Source: an optimization exercise on an open RTL-to-GDS flow (aim: small area, a short achievable clock period and few clock cycles per item). Production flows keep margins and buffers that such runs may drop.
Function was checked by simulation only, so behaviour that the tests miss may differ from the original.

## flow/design.v (module list and top-level ports; edited modules follow where they fit)
// module llf_booth: 15 lines
// module llf_mac: 946 lines
// module llf_seq: 127 lines
// module ladder_lowpass_filter_core: 222 lines
module ladder_lowpass_filter_core #(
  parameter int SAMPLE_BITS    = llf_pkg::SAMPLE_BITS_DEF,
  parameter int COEF_FRAC_BITS = llf_pkg::COEF_FRAC_BITS_DEF
) (
  input  logic                              clk_i,
  input  logic                              rst_ni,
  input  logic                              cfg_we_i,
  input  logic [llf_pkg::CFG_ADDR_W-1:0]    cfg_addr_i,
  input  logic [llf_pkg::CFG_DATA_W-1:0]    cfg_wdata_i,
  input  logic                              s_axis_tvalid,
  output logic                              s_axis_tready,
  input  logic [((SAMPLE_BITS+7)/8)*8-1:0]  s_axis_tdata,   
  output logic                              m_axis_tvalid,
  input  logic                              m_axis_tready,
  output logic [((SAMPLE_BITS+7)/8)*8-1:0]  m_axis_tdata    
);
  // ...
==> flow/run.sh <==
#!/bin/bash
# synth_recipe.tcl (not shown) runs the flow's synth.tcl, then flattens the netlist and writes it again
# the make line also repeats each setting of config.mk as NAME=value (left out here)
make -C /OpenROAD-flow-scripts/flow DESIGN_CONFIG=/design/flow/config.mk WORK_HOME=/design/flow/orfs CLKGATE_MAP_FILE= SYNTH_SCRIPT=/design/flow/synth_recipe.tcl finish
==> flow/config.mk <==
export PLATFORM = sky130hd
export DESIGN_NAME = ladder_lowpass_filter_core
export DESIGN_NICKNAME = ladder_lowpass_filter_core
export VERILOG_FILES = /design/flow/design.v
export SDC_FILE = /design/flow/constraint.sdc
export NUM_CORES = 4
export LEC_CHECK = 0
export CAP_MARGIN = 60
export CORE_MARGIN = 2
export CORE_UTILIZATION = 40
export PLACE_DENSITY = 0.75
export SLEW_MARGIN = 60
==> flow/constraint.sdc <==
create_clock -name core_clock -period 16.0 [get_ports {clk_i}]
set_input_delay 3.2000 -clock core_clock [delete_from_list [all_inputs] [get_ports {clk_i}]]
set_output_delay 3.2000 -clock core_clock [all_outputs]
set_load 0.01 [all_outputs]
==> out/summary.txt, run 1 <==
Post-synthesis cell area -> 50130 sq um
Worst hold endpoint -> val_q[22]
Logic inverters -> 448
ANT cells -> 6
Well Taps -> 1637
Crit-path slowest cell -> or4_2
Non-clock buffers -> 205
Placer Congestion -> 1.024
Layout Utilization -> 44.78%
WHS -> 471.4 ps
Fin crit period -> 5869 ps
Finished Layout Cells -> 6676
Routing usage on met3 -> 8.835%
Outcome -> complete, no violations
Initial drt markers -> 6459
CTS root buffer -> clkbuf_16
# DRC -> 0
Inst Count DP -> 6530
Ranking of synthesized cells by area -> fa_1 (17%), dfrtp_1 (13%), edfxtp_1 (9.3%)
Buf/Inv on CP -> 0
M1 wire length -> 63300 um
Sequential element share of the synthesized area -> 31.51%
Crit path largest cell delay -> 850 ps
Yosys cell types -> 103
Synth Area in Adders -> 20.19%
Most common cell after layout, fill and taps aside -> inv_1
Metal2 WL -> 79270 um
Critical path class -> flip-flop to flip-flop
Max Slew Vio Count -> 0
Highest routing layer actually used -> met4
Clk cell area share -> 4.443%
Synth Area in XOR/XNOR -> 8.962%
Testbench counts, summed over its fixed seeds: cycles 26,240, items 1,536.
==> run 2: changes to the inputs <==
--- a/flow/config.mk
+++ b/flow/config.mk
@@ -7,2 +7,3 @@
 export LEC_CHECK = 0
+export ABC_AREA = 1
 export CAP_MARGIN = 60
@@ -10,3 +11,2 @@
 export CORE_UTILIZATION = 40
-export PLACE_DENSITY = 0.75
 export SLEW_MARGIN = 60
==> out/summary.txt, run 2 <==
Outcome -> complete, no violations
Worst EP arrival -> 5580 ps
ANT nets after route -> 0
Layout cell share with drive strength beyond 1 -> 6.065%
Filler cell count -> 12654
RSZ-0062 raised after global routing -> no
Htree depth -> 3
M1 wire length -> 83670 um (+32%)
Finished Layout Cells -> 8027 (+20%)
Row count -> 131
DP Worst Slack -> 10990 ps
Hold/Removal Path Class -> flip-flop to flip-flop
Period utilisation layout -> 31.32%
# resized after CTS -> 0
Setup slack after layout -> 10990 ps
WHS -> 466.1 ps (-5.310 ps)
Clock sink count -> 644
CP max FO -> 20
Hold Fails Final Rpt -> 0
Crit start category -> flip-flop
Area grow syn2layout -> 10.46%
Post-synth top area cell -> fa_1
Flop-to-flop setup slack -> 10990 ps
FF-to-FF End -> ps_q[33]
Worst slew pin tran -> 665.6 ps
Chip width -> 362.5 um
Initial antenna violation count -> 4
CTS root buffer -> clkbuf_16
Initial drt markers -> 6138 (-5.0%)
Fin crit period -> 5010 ps (-858.2 ps)
Max Slew Vio Count -> 0 (unchanged)
Max-Cap Viols -> 0
# IOs -> 83
Port Buffers -> 82
DR WL/cell -> 25.90 um
CTS tree -> done
Inst Count DP -> 7881 (+21%)
Number of global-route vias before repair -> 44914
Top_reg_cell synth -> dfrtp_1
Worst hold endpoint -> val_q[26]
Sequential element share of the synthesized area -> 30.72% (-0.79 points)
Sequential Area -> 15810 sq um
Asr flop ratio synth -> 41.46%
Via-per-instance ratio -> 5.808
Layout Utilization -> 44.54% (-0.24 points)
Yosys cell types -> 62 (-40%)
Most common cell after layout, fill and taps aside -> nand2_1
Largest net degree at the start of global routing -> 70
WL met3 -> 23560 um
Leading cell types in the layout, fill and taps excluded -> nand2_1 (1341), inv_1 (913), xor2_1 (466), o22ai_1 (442), fa_1 (415)
Worst setup EP type -> flip-flop
Post-route cell area -> 56790 sq um
Worst R2R Start -> ng_q[3]
First-pass DRT Iterations -> 6
Die Ht -> 362.5 um
Total gr overflow -> 0
Clock latency on the worst-skew pair -> 700 ps
Mean area per synthesized cell -> 8.076 sq um
Total Wirelength -> 207900 um
Gr usage total -> 31.28%
Final #Nets -> 6917
WP data required -> 16570 ps
Max transition margin -> 55.53%
Setup-failing EPs final -> 0
Post-DP Area -> 54190 sq um
Placer Congestion -> 1.025 (about the same)
Post-Syn Instances -> 6366
Critical path class -> flip-flop to flip-flop
Ys Warns -> 2
Top flop regs -> pc_q (57), ps_q (57)
Register-to-Register Path Depth -> 12
Min-delay src -> n_q[26]
Number of post-CTS setup repair buffers -> 0
Core Area -> 127500 sq um
Fin Setup TNS -> 0 ps
Synthesized Nets -> 6983
Clock Skew -> 51.67 ps
Clock-pin slew on the worst setup and hold paths -> 60 ps
DP HPWL -> 151800 um
Post-synthesis cell area -> 51410 sq um (+2.6%)
Fmax -> 0.1996 GHz
Clk buf depth -> 3
Number of flops mapped to enable cells by yosys -> 156
Ranking of synthesized cells by area -> fa_1 (16%), dfrtp_1 (13%), nand2_1 (9.8%)
Share of the synthesized area in the top cell type -> 16.16%
Hold path cells -> 2
Quantity of hold-fixing buffers added after cts -> 0
Initial core utilization -> 40.32%
Area of the multi-input gates -> 30740 sq um
Top-count cell post-synth -> nand2_1
# DRC -> 0 (unchanged)
Vias -> 46620
Commonest cells post-synth -> nand2_1 (1344), inv_1 (925), xor2_1 (470)
Highest routing layer actually used -> met5
Global-route wire length before repair -> 304700 um
Synthesized flop and latch total -> 644
CTS buffer count -> 77
Die ar. -> 131400 sq um
Metal2 WL -> 86750 um (+9.4%)
-- run 2: cell count changes after synthesis, moves of 46 or more --
cell and delta:
a22oi_1 -432, clkbuf_1 -111, o21ai_0 +152, xor2_1 +188
mux2_2 -164, inv_1 +483, a21o_1 -46, nor2_1 +78
xnor2_1 -209, a21oi_1 -125, nand3_1 +150, o22ai_1 +417
nand2_1 +1058
-- run 2: worst max path at each step --
stage / startpoint / endpoint / slack (ps) / cells past startpoint
4_1_cts: out_valid_q / m_axis_tvalid / 11040 / 1
5_1_grt: ladd_q[12] / tadd_q[20] / 10800 / 18
6_report: ng_q[3] / ps_q[33] / 10990 / 12
3_5_place_dp: cfg_we_i / resonance_q[16] / 10990 / 7
3_3_place_gp: ng_q[1] / ps_q[33] / 10320 / 11
2_1_floorplan: ng_q[2] / ps_q[24] / 11330 / 13
-- run 2: cells by family after synthesis --
logic type	after synthesis	synth area share [%]
adders and majority gates	560	19.69
xor gates and xnor gates	492	8.381
buffers and inverters	1327	9.861
and+or+nand+nor	2091	16.92
DFF	644	30.72
AOI/OAI and AO/OA	1252	14.42
-- run 2: routing by layer --
| metal | up-vias | global-route usage (%) |
|---|---|---|
| met5 | - | 0 |
| met4 | 4 | 18.40 |
| met3 | 598 | 7.279 |
| met2 | 2891 | 45.10 |
| met1 | 22606 | 42.73 |
| li1 | 20521 | - |
-- run 2: final cells by class --
class                   count  area share (%)
flip-flops and latches    644           27.84
multi-input cells        4395           54.13
clock inverters            30          0.5530
repair buffers            195           3.276
well taps                1662           3.662
clock buffers             113           3.917
inverters                 987           6.616
diodes                      1        0.004406
-- run 2: worst max-delay path: stages (launching register included) --
cell      delay (ps)
dfxtp_1          300
buf_4            400
clkinv_2         480
xor2_1           350
fa_1             480
fa_1             590
inv_1             70
fa_1             530
inv_1             50
fa_1             540
inv_1             70
fa_1             530
fa_1             490
==> run 3: changes to the inputs <==
--- a/flow/config.mk
+++ b/flow/config.mk
@@ -8,5 +8,5 @@
 export ABC_AREA = 1
-export CAP_MARGIN = 60
+export CAP_MARGIN = 50
 export CORE_MARGIN = 2
 export CORE_UTILIZATION = 40
-export SLEW_MARGIN = 60
+export SLEW_MARGIN = 50
==> out/summary.txt, run 3 <==
Critical path class -> flip-flop to flip-flop
CTS tree -> done
Top_reg_cell synth -> dfrtp_1
Hold Fails Final Rpt -> 0 (unchanged)
ANT nets after route -> 0 (unchanged)
Commonest cells post-synth -> nand2_1 (1344), inv_1 (925), xor2_1 (470)
Clk buf depth -> 3 (unchanged)
DP HPWL -> 151700 um (about the same)
Ranking of synthesized cells by area -> fa_1 (16%), dfrtp_1 (13%), nand2_1 (9.8%)
Vias -> 46875 (+0.55%)
Post-synthesis cell area -> 51410 sq um (unchanged)
CP top delay family -> simple AND/OR/NAND/NOR gates
First-pass DRT Iterations -> 6 (unchanged)
Placer Congestion -> 1.025 (unchanged)
Fin crit period -> 5179 ps (+168.7 ps)
Number of global-route vias before repair -> 45166 (+0.56%)
Setup slack after layout -> 10820 ps (-168.7 ps)
Gr usage total -> 31.34% (+0.054 points)
Total Wirelength -> 208800 um (+0.41%)
Via-per-instance ratio -> 5.838 (+0.52%)
Number of post-CTS setup repair buffers -> 0 (unchanged)
Synthesized Nets -> 6983 (unchanged)
# DRC -> 0 (unchanged)
Crit path largest cell delay -> 650 ps (+60 ps)
Leading cell types in the layout, fill and taps excluded -> nand2_1 (1343), inv_1 (918), xor2_1 (469), o22ai_1 (442), fa_1 (415)
Period utilisation layout -> 32.37% (+1.1 points)
CTS buffer count -> 79 (+2.6%)
WP data required -> 16430 ps (-140 ps)
Final #Nets -> 6913 (-0.058%)
Setup-failing EPs final -> 0 (unchanged)
Worst slew pin tran -> 761.4 ps (+95.79 ps)
Crit start category -> flip-flop
Chip width -> 362.5 um (unchanged)
Sequential element share of the synthesized area -> 30.72% (unchanged)
CP Cell Sequence -> inv_1, fa_1, inv_1, ha_1, nand2_1, nor2_1, inv_1, nor3_1, nand2_1, nand2_1, nand2_1, nand2_1, nand2_1, nand2_1, nand4_1, nand2_8, buf_4, nand2_1, a22oi_1, nand3_1
Post-synth top area cell -> fa_1
Synth Area in XOR/XNOR -> 8.381% (unchanged)
Clock latency on the worst-skew pair -> 720 ps (+20 ps)
Asr flop ratio synth -> 41.46% (unchanged)
Buf/Inv on CP -> 4 (-1)
Hold/Removal Path Class -> flip-flop to flip-flop
DR WL/cell -> 26.00 um (+0.38%)
Post-route cell area -> 56850 sq um (about the same)
Share of the synthesized area in the top cell type -> 16.16% (unchanged)
Clock-pin slew on the worst setup and hold paths -> 60 ps (about the same)
Fin Setup TNS -> 0 ps (unchanged)
Area grow syn2layout -> 10.57% (about the same)
Layout cell share with drive strength beyond 1 -> 5.941% (-0.12 points)
Worst EP arrival -> 5610 ps (+30 ps)
Number of flops mapped to enable cells by yosys -> 156 (unchanged)
Htree depth -> 3 (unchanged)
# resized after CTS -> 0 (unchanged)
Port Buffers -> 82 (unchanged)
Synthesized flop and latch total -> 644 (unchanged)
Initial drt markers -> 6180 (+0.68%)
Multiplexer share of the synthesized area -> 0% (unchanged)
Initial core utilization -> 40.32% (unchanged)
Clock sink count -> 644 (unchanged)
Total gr overflow -> 0 (unchanged)
Synth Area in Adders -> 19.69% (unchanged)
Largest net degree at the start of global routing -> 80 (+14%)
Core Area -> 127500 sq um (unchanged)
Outcome -> complete, no violations
Fmax -> 0.1931 GHz (-3.3%)
Largest family of logic cells by synthesized area -> adder cells
Crit-path slowest cell -> buf_4
Synth Area in Compound Gates -> 14.42% (unchanged)
CP max FO -> 67 (+240%)
Post-DP Area -> 53980 sq um (-0.38%)
RSZ-0062 raised after global routing -> no
Mean area per synthesized cell -> 8.076 sq um (unchanged)
Initial antenna violation count -> 4 (unchanged)
Post-Syn Instances -> 6366 (unchanged)
Top-count cell post-synth -> nand2_1
DP Worst Slack -> 10750 ps (-241.3 ps)
Post-synthesis simple-gate area fraction -> 16.92% (unchanged)
Max-Cap Viols -> 0 (unchanged)
Global-route wire length before repair -> 305600 um (+0.30%)
# IOs -> 83 (unchanged)
Max transition margin -> 49.18% (-6.3 points)
Row count -> 131 (unchanged)
Quantity of hold-fixing buffers added after cts -> 0 (unchanged)
Max Slew Vio Count -> 0 (unchanged)
Yosys cell types -> 62 (unchanged)
Top flop regs -> pc_q (57), ps_q (57)
Die ar. -> 131400 sq um (unchanged)
Most common cell after layout, fill and taps aside -> nand2_1
Clock Skew -> 86.37 ps (+34.70 ps)
Worst setup EP type -> flip-flop
Die Ht -> 362.5 um (unchanged)
Ys Warns -> 2 (unchanged)
CTS root buffer -> clkbuf_16
CP most frequent cell -> nand2_1
run 3: worst paths after layout:
kind / slack [ps] / to / depth (start not counted) / from
max: 10820 / tadd_q[20] / 20 / ladd_q[1]
min in group asynchronous: 2490 / s3_q[16] / 1 / rst_ni
min reg2reg: 460 / val_q[30] / 2 / n_q[30]
min: 460 / val_q[30] / 2 / n_q[30]
max in group asynchronous: 11560 / pole_coef_q[22] / 5 / rst_ni
max reg2reg: 10820 / tadd_q[20] / 20 / ladd_q[1]
run 3: per-layer routing:
metal  vias up  routed length, um  track usage [%]
li1      20510                  -                -
met1     22686              83290            42.55
met2      3038              87390            45.85
met3       639              24310            7.579
met4         2              13760            17.14
met5         -                 11                0
run 3: area by class of cell:
cell class | count | area, sq um
antenna | 4 | 10.01
clock buffer | 98 | 2181
clock inverter | 50 | 655.6
fill | 12715 | 70670
inverter | 987 | 3731
multi-input combinational | 4395 | 30660
sequential | 644 | 15810
tap | 1662 | 2079
timing repair buffer | 189 | 1723
run 3: cell families after synthesis:
group,after synthesis
fa+ha+maj,560
flops,644
buf+inv,1327
simple gates,2091
compound gates,1252
xor+xnor,492
run 3: per-stage QoR:
stage,instances,hold WS (ps),util (%)
3_3_place_gp,7872,455.9,42.18
3_5_place_dp,7876,444.0,42.33
6_report,8029,456.6,44.58
2_1_floorplan,6366,419.1,-
4_1_cts,8024,440.9,44.56
5_1_grt,8025,480.5,44.57
run 3: tightest hold or removal path, stage by stage (launching register included):
cell,delay [ps]
edfxtp_1,320
nand2_1,50
nand4_1,70
==> run 4: changes to the inputs <==
--- a/flow/config.mk
+++ b/flow/config.mk
@@ -8,5 +8,5 @@
 export ABC_AREA = 1
-export CAP_MARGIN = 50
+export CAP_MARGIN = 70
 export CORE_MARGIN = 2
 export CORE_UTILIZATION = 40
-export SLEW_MARGIN = 50
+export SLEW_MARGIN = 70
==> out/summary.txt, run 4 <==
Buf/Inv on CP -> 6 (+2)
CP Cell Sequence -> buf_4, buf_16, clkinv_2, xor2_1, fa_1, fa_1, inv_1, fa_1, inv_1, fa_1, inv_1, fa_1, fa_1
Worst EP arrival -> 5490 ps (-120 ps)
Row count -> 131 (unchanged)
DP Worst Slack -> 11050 ps (+300.1 ps)
CTS buffer count -> 77 (-2.5%)
Number of flops mapped to enable cells by yosys -> 156 (unchanged)
Fmax -> 0.2030 GHz (+5.1%)
Gr usage total -> 31.52% (+0.19 points)
Clock sink count -> 644 (unchanged)
ANT nets after route -> 0 (unchanged)
DR WL/cell -> 25.94 um (-0.24%)
Leading cell types in the layout, fill and taps excluded -> nand2_1 (1339), inv_1 (912), xor2_1 (461), o22ai_1 (442), fa_1 (415)
# resized after CTS -> 0 (unchanged)
WP data required -> 16570 ps (+140 ps)
Top flop regs -> pc_q (57), ps_q (57)
Clock Skew -> 57.26 ps (-29.11 ps)
Total Wirelength -> 209200 um (+0.22%)
Setup-failing EPs final -> 0 (unchanged)
Most common cell after layout, fill and taps aside -> nand2_1
Max-Cap Viols -> 0 (unchanged)
Fin Setup TNS -> 0 ps (unchanged)
Hold path cells -> 2 (unchanged)
Synthesized Nets -> 6983 (unchanged)
CP most frequent cell -> fa_1
# IOs -> 83 (unchanged)
Ys Warns -> 2 (unchanged)
Yosys cell types -> 62 (unchanged)
Layout cell share with drive strength beyond 1 -> 7.282% (+1.3 points)
Global-route wire length before repair -> 307200 um (+0.54%)
Fin crit period -> 4926 ps (-253.4 ps)
Area grow syn2layout -> 12.80%
Vias -> 47115 (+0.51%)
WHS -> 459.5 ps (+2.840 ps)
Worst slew pin tran -> 479.8 ps (-281.6 ps)
Setup slack after layout -> 11070 ps (+253.4 ps)
Worst setup EP type -> flip-flop
Filler cell count -> 12585 (-1.0%)
CP top delay family -> adder cells
Hold/Removal Path Class -> flip-flop to flip-flop
Post-synthesis cell area -> 51410 sq um (unchanged)
Post-route cell area -> 57990 sq um (+2.0%)
Outcome -> complete, no violations
Max transition margin -> 67.67% (+18 points)
Post-Syn Instances -> 6366 (unchanged)
Worst R2R Start -> ng_q[3]
Commonest cells post-synth -> nand2_1 (1344), inv_1 (925), xor2_1 (470)
Top-count cell post-synth -> nand2_1
Crit-path slowest cell -> fa_1
FF-to-FF End -> ps_q[32]
Synthesized flop and latch total -> 644 (unchanged)
DP HPWL -> 153800 um (+1.3%)
Ranking of synthesized cells by area -> fa_1 (16%), dfrtp_1 (13%), nand2_1 (9.8%)
Final #Nets -> 6952 (+0.56%)
Initial antenna violation count -> 3 (-1)
Share of the synthesized area in the top cell type -> 16.16% (unchanged)
Clk buf depth -> 3 (unchanged)
Die Ht -> 362.5 um (unchanged)
Initial core utilization -> 40.32% (unchanged)
Placer Congestion -> 1.025 (unchanged)
Chip width -> 362.5 um (unchanged)
Largest net degree at the start of global routing -> 58 (-28%)
Total gr overflow -> 0 (unchanged)
Htree depth -> 3 (unchanged)
CP max FO -> 14 (-79%)
Max Slew Vio Count -> 0 (unchanged)
Post-DP Area -> 54970 sq um (+1.8%)
Number of post-CTS setup repair buffers -> 0 (unchanged)
Clock latency on the worst-skew pair -> 710 ps (about the same)
Die ar. -> 131400 sq um (unchanged)
CTS tree -> done
Crit start category -> flip-flop
Top_reg_cell synth -> dfrtp_1
# DRC -> 0 (unchanged)
Quantity of hold-fixing buffers added after cts -> 0 (unchanged)
Hold Fails Final Rpt -> 0 (unchanged)
First-pass DRT Iterations -> 6 (unchanged)
Post-synth top area cell -> fa_1
CTS root buffer -> clkbuf_16
Asr flop ratio synth -> 41.46% (unchanged)
Crit path largest cell delay -> 550 ps (-100 ps)
Clock-pin slew on the worst setup and hold paths -> 70 ps (about the same)
Mean area per synthesized cell -> 8.076 sq um (unchanged)
Period utilisation layout -> 30.79% (-1.6 points)
RSZ-0062 raised after global routing -> no
Critical path class -> flip-flop to flip-flop
Worst hold endpoint -> val_q[29]
Core Area -> 127500 sq um (unchanged)
Port Buffers -> 82 (unchanged)
Via-per-instance ratio -> 5.841 (about the same)
Register-to-Register Path Depth -> 13 (-35%)
Sequential element share of the synthesized area -> 30.72% (unchanged)
Number of global-route vias before repair -> 45449 (+0.63%)
Min-delay src -> n_q[29]
Initial drt markers -> 6101 (-1.3%)
Flop-to-flop setup slack -> 11070 ps (+250 ps)
-- run 4: metal layers --
metal  track usage, %  vias up  wire [um]
li1                 -    20604          -
met1            43.10    22878      83960
met2            45.79     3026      87870
met3            7.441      603      23410
met4            17.52        4      13960
met5                0        -         24
-- run 4: per-stage QoR --
step	util, %	cells
floorplan	-	6366
global placement	42.18	7872
detailed placement	43.11	7909
CTS	45.24	8052
global route	45.47	8061
finish	45.48	8066
-- run 4: worst min-delay path, delay by kind of cell (launching register included) --
kind | cells | cell delay, ps
flops | 1 | 320
simple gates | 2 | 120
-- run 4: cell type report --
class	instances	area, sq um	area share [%]
antenna	5	12.51	0.02157
sequential	644	15830	27.29
multi-input combinational	4395	30980	53.43
tap	1662	2079	3.586
clock buffer	111	2247	3.875
clock inverter	32	474.2	0.8177
timing repair buffer	230	2580	4.449
inverter	987	3790	6.535
-- run 4: cells by family (layout without fill, tap and decap cells) --
group,count (synthesis),count (layout),share of synthesized area [%]
AO/OA/AOI/OAI,1252,1252,14.42
XOR/XNOR,492,492,8.381
adder cells (fa/ha/maj),560,560,19.69
buffers and inverters,1327,1360,9.861
flip-flops,644,644,30.72
other,0,5,0
AND/OR/NAND/NOR,2091,2091,16.92
-- run 4: worst max path at each step --
stage | startpoint | end | slack, ps | cells after the start
after detailed placement | cfg_we_i | resonance_q[13] | 11050 | 7
final | ng_q[3] | ps_q[32] | 11070 | 13
after global placement | ng_q[1] | ps_q[33] | 10320 | 11
after floorplan | ng_q[2] | ps_q[24] | 11330 | 13
after global routing | ng_q[3] | ps_q[32] | 10960 | 13
after CTS | ng_q[3] | ps_q[32] | 11050 | 12
==> run 5: changes to the inputs <==
--- a/flow/config.mk
+++ b/flow/config.mk
@@ -8,5 +8,5 @@
 export ABC_AREA = 1
-export CAP_MARGIN = 70
+export CAP_MARGIN = 60
 export CORE_MARGIN = 2
-export CORE_UTILIZATION = 40
-export SLEW_MARGIN = 70
+export CORE_UTILIZATION = 55
+export SLEW_MARGIN = 60
==> out/summary.txt, run 5 <==
Outcome -> complete, no violations
Ys Warns -> 2 (unchanged)
Mean area per synthesized cell -> 8.076 sq um (unchanged)
Commonest cells post-synth -> nand2_1 (1344), inv_1 (925), xor2_1 (470)
Total gr overflow -> 0 (unchanged)
Max-Cap Viols -> 0 (unchanged)
Synthesized flop and latch total -> 644 (unchanged)
Post-synthesis cell area -> 51410 sq um (unchanged)
Clock Skew -> 29.65 ps (-27.61 ps)
Clock-pin slew on the worst setup and hold paths -> 60 ps (about the same)
Asr flop ratio synth -> 41.46% (unchanged)
Die Ht -> 309.7 um (-15%)
Period utilisation layout -> 33.83% (+3.0 points)
Number of global-route vias before repair -> 44917 (-1.2%)
Worst R2R Start -> ladd_q[1]
Largest net degree at the start of global routing -> 69 (+19%)
Finished Layout Cells -> 7633 (-5.4%)
Port Buffers -> 82 (unchanged)
Synth Area in Compound Gates -> 14.42% (unchanged)
DP HPWL -> 155100 um (+0.90%)
Clock sink count -> 644 (unchanged)
Post-DP Area -> 53810 sq um (-2.1%)
Crit path from -> ladd_q[1]
Placer Congestion -> 1.060 (+3.4%)
Hold Fails Final Rpt -> 0 (unchanged)
Post-route cell area -> 56400 sq um (-2.7%)
Die ar. -> 95940 sq um (-27%)
Synth Area in Adders -> 19.69% (unchanged)
Initial core utilization -> 55.25% (+15 points)
Inst Count DP -> 7484 (-5.4%)
Flop-to-flop setup slack -> 10590 ps (-490 ps)
Clock latency on the worst-skew pair -> 660 ps (-50 ps)
CP max FO -> 64 (+50)
# resized after CTS -> 0 (unchanged)
Global-route wire length before repair -> 307600 um (+0.12%)
Vias -> 47319 (+0.43%)
Total Wirelength -> 212500 um (+1.6%)
Initial drt markers -> 7087 (+16%)
Register-to-Register Path Depth -> 20 (+7)
Via-per-instance ratio -> 6.199 (+6.1%)
WP data required -> 16440 ps (-130 ps)
Crit start category -> flip-flop
# DRC -> 0 (unchanged)
Most common cell after layout, fill and taps aside -> nand2_1
Hold/Removal Path Class -> flip-flop to flip-flop
Gr usage total -> 44.27% (+13 points)
Top-count cell post-synth -> nand2_1
RSZ-0062 raised after global routing -> no
Post-synth top area cell -> fa_1
Worst EP arrival -> 5850 ps (+360 ps)
Synthesized Nets -> 6983 (unchanged)
Post-Syn Instances -> 6366 (unchanged)
Row count -> 112 (-15%)
CTS root buffer -> clkbuf_16
Number of post-CTS setup repair buffers -> 0 (unchanged)
DR WL/cell -> 27.85 um (+7.4%)
Multiplexer share of the synthesized area -> 0% (unchanged)
CTS tree -> done
Max Slew Vio Count -> 0 (unchanged)
Final #Nets -> 6926 (-0.37%)
ANT nets after route -> 0 (unchanged)
# IOs -> 83 (unchanged)
Ranking of synthesized cells by area -> fa_1 (16%), dfrtp_1 (13%), nand2_1 (9.8%)
Max transition margin -> 56.56% (-11 points)
Post-synthesis simple-gate area fraction -> 16.92% (unchanged)
Worst slew pin tran -> 646.9 ps (+167.1 ps)
Yosys cell types -> 62 (unchanged)
Quantity of hold-fixing buffers added after cts -> 0 (unchanged)
Sequential element share of the synthesized area -> 30.72% (unchanged)
Area grow syn2layout -> 9.700%
Htree depth -> 3 (unchanged)
Top flop regs -> pc_q (57), ps_q (57)
Largest family of logic cells by synthesized area -> adder cells
Filler cell count -> 8427 (-33%)
Fmax -> 0.1847 GHz (-9.0%)
CTS buffer count -> 75 (-2.6%)
Chip width -> 309.7 um (-15%)
Initial antenna violation count -> 11 (+8)
Fin crit period -> 5414 ps (+487.8 ps)
Setup-failing EPs final -> 0 (unchanged)
Critical path class -> flip-flop to flip-flop
First-pass DRT Iterations -> 10 (+4)
Share of the synthesized area in the top cell type -> 16.16% (unchanged)
Leading cell types in the layout, fill and taps excluded -> nand2_1 (1342), inv_1 (915), xor2_1 (464), o22ai_1 (442), fa_1 (415)
Layout cell share with drive strength beyond 1 -> 6.246% (-1.0 points)
Clk buf depth -> 3 (unchanged)
FF-to-FF End -> ladd_q[27]
Top_reg_cell synth -> dfrtp_1
Fin Setup TNS -> 0 ps (unchanged)
Number of flops mapped to enable cells by yosys -> 156 (unchanged)
Crit path to -> ladd_q[27]
Worst setup EP type -> flip-flop
Synth Area in XOR/XNOR -> 8.381% (unchanged)
Core Area -> 93050 sq um (-27%)
[run 5: cell count changes in the layout (fill, tap and decap cells not counted), sizes merged]
cell / change
clkinv: +3
bufinv: -7
clkbuf: +3
clkinvlp: -1
diode: +2
inv: -2
buf: -23
[run 5: final cells by class]
cell class | count | area (sq um) | share of cell area [%]
Multi-Input combinational cell | 4395 | 30800 | 54.60
Sequential cell | 644 | 15810 | 28.03
Inverter | 987 | 3744 | 6.638
Clock buffer | 115 | 2231 | 3.955
Timing Repair Buffer | 206 | 1982 | 3.514
Tap cell | 1254 | 1569 | 2.782
Clock inverter | 25 | 251.5 | 0.4459
Antenna cell | 7 | 17.52 | 0.03106
[run 5: worst min-delay path by stage]
stage | startpoint | endpoint | slack [ps] | depth (start not counted)
after floorplan | y_q[32] | ladd_q[32] | 420 | 2
after global placement | u_seq.b11_q | out_valid_q | 450 | 2
after detailed placement | y_q[33] | ladd_q[33] | 450 | 2
after CTS | n_q[23] | val_q[23] | 470 | 2
after global routing | y_q[33] | ladd_q[33] | 490 | 2
final | n_q[23] | val_q[23] | 460 | 2
[run 5: layer usage]
layer | track usage [%] | wire length, um | part of all wire, %
met2 | 62.66 | 87170 | 41
met1 | 58.98 | 80030 | 38
met4 | 28.41 | 16730 | 7.9
met5 | 0.6572 | 131 | 0.062
met3 | 13.27 | 28480 | 13
[run 5: logic make-up (layout without fill, tap and decap cells)]
group           Yosys count  count (layout)
xor+xnor                492             492
other cells               0               7
flops                   644             644
simple gates           2091            2091
buf+inv                1327            1333
fa+ha+maj               560             560
compound gates         1252            1252
[run 5: critical path: stages, from the launching register on]
cell and delay [ps]:
dfxtp_1 330, inv_1 220, fa_1 560, inv_1 50
ha_1 350, nand2_1 130, nor2_1 140, inv_1 80
nor3_1 180, nand2_1 70, nand2_1 240, nand2_1 140
nand2_1 80, nand2_1 50, nand2_1 120, nand4_1 440
nand2_8 560, buf_6 490, nand2_1 410, nand2_1 160
o211ai_1 250
[run 5: metrics by stage]
step / util (%) / worst slack [ps] / hold WS (ps)
floorplan: - / 11330 / 419.1
global placement: 57.29 / 10560 / 447.6
detailed placement: 57.83 / 10740 / 449.4
CTS: 60.50 / 10970 / 465.3
global route: 60.60 / 10480 / 491.2
finish: 60.61 / 10590 / 460.8

-- what the ideal ports hide --
The flow's constraints put no driver on any port. The routed layouts listed below were extracted and timed again, unchanged, in two steps.
Step 1: set_driving_cell puts a clkbuf_16 on clk_i and a buf_2 on each other input, an assumption about the parent block.
Step 2 moves the port delays by t, midway between the first and last clock arrival at a register: inputs arrive t later, outputs are due t later. That takes back most of the time a late clock gives input paths.
Slacks: ideal / step 1 / step 2; pairs: ideal / step 1.
run | t, ns | slack for setup (ns) | hold WS [ns] | worst setup path at the end | worst slew at a driven data input, ns
run 1 | 0.728 | 10.131 / 10.131 / 10.131 | 0.471 / 0.471 / 0.471 | register to register | 0.09
run 2 | 0.760 | 10.990 / 10.990 / 10.990 | 0.466 / 0.466 / 0.466 | register to register | 0.10
run 3 | 0.762 | 10.821 / 10.821 / 10.821 | 0.457 / 0.457 / 0.457 | register to register | 0.10
run 4 | 0.754 | 11.074 / 11.013 / 11.048 | 0.459 / 0.459 / 0.459 | input to register | 0.10
run 5 | 0.719 | 10.586 / 10.586 / 10.586 | 0.461 / 0.461 / 0.461 | register to register | 0.08
After both steps setup and hold are still met in every run listed. The setup slack of run 4, which loses most, moves by -0.061 ns with the drivers and by -0.026 ns with both steps.
